From an optimization exercise on the open Yosys and OpenROAD flow, aimed at small area; shortcuts taken in it are not production practice.
Only simulation tests tie the RTL to the original design; equivalence was not proved.
Power is estimated from default activity; no workload was simulated.

blue:
// pkt_sniffer
module pkt_sniffer (
   input  logic                     clk,
   input  logic                     reset,
   input  logic [64-1:0] in_data,
   input  logic [8-1:0] in_ctrl,
   input  logic                     in_wr,
   output logic                     in_rdy,
   output logic [64-1:0] out_data,
   output logic [8-1:0] out_ctrl,
   output logic                     out_wr,
   input  logic                     out_rdy,
   output logic [16-1:0]  pkt_count,
   output logic [16-1:0]  tcp_count,
   output logic [16-1:0]  udp_count,
   output logic [16-1:0]  icmp_count,
   output logic [16-1:0]  sctp_count,
   output logic [32-1:0]   flow_src_ip,
   output logic [32-1:0]   flow_dst_ip,
   output logic [16-1:0] flow_src_port,
   output logic [16-1:0] flow_dst_port,
   output logic [16-1:0] flow_length,
   output logic [16-1:0] flow_seq_hi,
   output logic                     flow_valid
);
   localparam int W = 64 + 8;
   localparam int N = 6;    
   logic [W-1:0] mem [N];
   logic [2:0]   wp, rp;        
   logic [2:0]   held;
   logic [N-1:0] wsel, rsel;
   logic [W-1:0] head;
   logic         accept;
   function automatic logic [N-1:0] jdec(input logic [2:0] q);
      jdec[0] = !q[2] && !q[0];
      jdec[1] =  q[0] && !q[1];
      jdec[2] =  q[1] && !q[2];
      jdec[3] =  q[2] &&  q[0];
      jdec[4] =  q[1] && !q[0];
      jdec[5] =  q[2] && !q[1];
   endfunction
   assign wsel   = jdec(wp);
   assign rsel   = jdec(rp);
   assign in_rdy = !(held[2] && held[1]);
   assign accept = (held != 3'd0) && out_rdy;
   assign out_wr = accept;
   always_comb begin
      head = '0;
      for (int i = 0; i < N; i++) begin
         head = head | (mem[i] & {W{rsel[i]}});
      end
   end
   assign out_data = head[W-1:8];
   assign out_ctrl = head[8-1:0];
   always_ff @(posedge clk) begin
      for (int i = 0; i < N; i++) begin
         if (in_wr && wsel[i]) begin
            mem[i] <= {in_data, in_ctrl};
         end
      end
   end
   always_ff @(posedge clk) begin
      if (reset) begin
         wp   <= '0;
         rp   <= '0;
         held <= '0;
      end else begin
         if (in_wr) begin
            wp <= {wp[1:0], !wp[2]};
  ...
For scale: about 720 flip-flops, about 360 I/O pins, roughly 0.026 mm² of cells after synthesis.
export LEC_CHECK = 0
export CAP_MARGIN = 20
export CORE_MARGIN = 2
export CORE_UTILIZATION = 40
export SLEW_MARGIN = 20
create_clock -name core_clock -period 6.0 [get_ports {clk}]
run.sh (not shown) runs the stock make flow with config.mk's settings and CLKGATE_MAP_FILE= SYNTH_SCRIPT=/design/flow/synth_recipe.tcl, a recipe that flattens the netlist after the stock synthesis.
Here is what was changed in the inputs of orange compared with blue.
==> flow/flow/run.sh (new file) <==
#!/bin/bash
set -euo pipefail
bash standard.sh \
  "BUFFER_PORTS_ARGS=-buffer_cell sky130_fd_sc_hd__buf_1" \
  "CTS_ARGS=-sink_clustering_enable -repair_clock_nets -dont_use_dummy_load -buf_list sky130_fd_sc_hd__clkbuf_8 -sink_buffer_max_cap_derate 1.0 -sink_clustering_size 16 -sink_clustering_max_diameter 80" \
  finish > orfs_flow.log 2>&1
==> flow/standard.sh (new file) <==
#!/bin/bash
# synth_recipe.tcl (not shown) runs the flow's synth.tcl, then flattens the netlist and writes it again
# the make line also repeats each setting of config.mk as NAME=value (left out here)
make -C /OpenROAD-flow-scripts/flow DESIGN_CONFIG=/design/flow/config.mk WORK_HOME=/design/flow/orfs CLKGATE_MAP_FILE= SYNTH_SCRIPT=/design/flow/synth_recipe.tcl "${@:-finish}"
--- a/flow/config.mk
+++ b/flow/config.mk
@@ -10 +10 @@
-export CORE_UTILIZATION = 40
+export CORE_UTILIZATION = 70
removed: flow/run.sh
Findings:
orange ends up with a met3 routing resource usage after global routing that is 5.2 points higher than in blue. Post-layout minimum cycle time on orange is down relative to blue. Comparing blue and orange, the lower part of the total power dissipated in combinational logic was measured on blue. Compared blue against orange; area occupied by multi-input gates within noise. Share of layout cells above drive strength 1 (lower): orange. Per the comparison of orange with blue, placement-stage cell area -0.0029 mm², period utilization down 5.3 points. Taking orange over blue, the maximum number of pins on one net before global-route repair ratio works out to 0.63.

[re-timing with driven ports]
The flow's constraints put no driver on any port. The routed layouts listed below were extracted and timed again, unchanged, in two steps.
Step 1, drivers: a clkbuf_16 drives clk and a buf_2 each remaining input, both assumed.
Step 2 adds t to the input delays and takes it off the output delays; t is the mean of the earliest and latest rising clock arrival at the registers after step 1. Input paths then give back, and output paths get back, about the clock's delay inside the block.
Slacks: no drivers / after step 1 / after step 2; pairs: no drivers / after step 1.
run | t (ns) | slack for setup (ns) | clock arrival spread, ns | cell pins on the clock port's net
blue | 0.661 | 1.046 / 0.988 / 1.375 | 0.024 / 0.024 | 1
orange | 0.694 | 1.362 / 1.309 / 1.522 | 0.048 / 0.048 | 1
After both steps setup and hold are still met in every run listed.
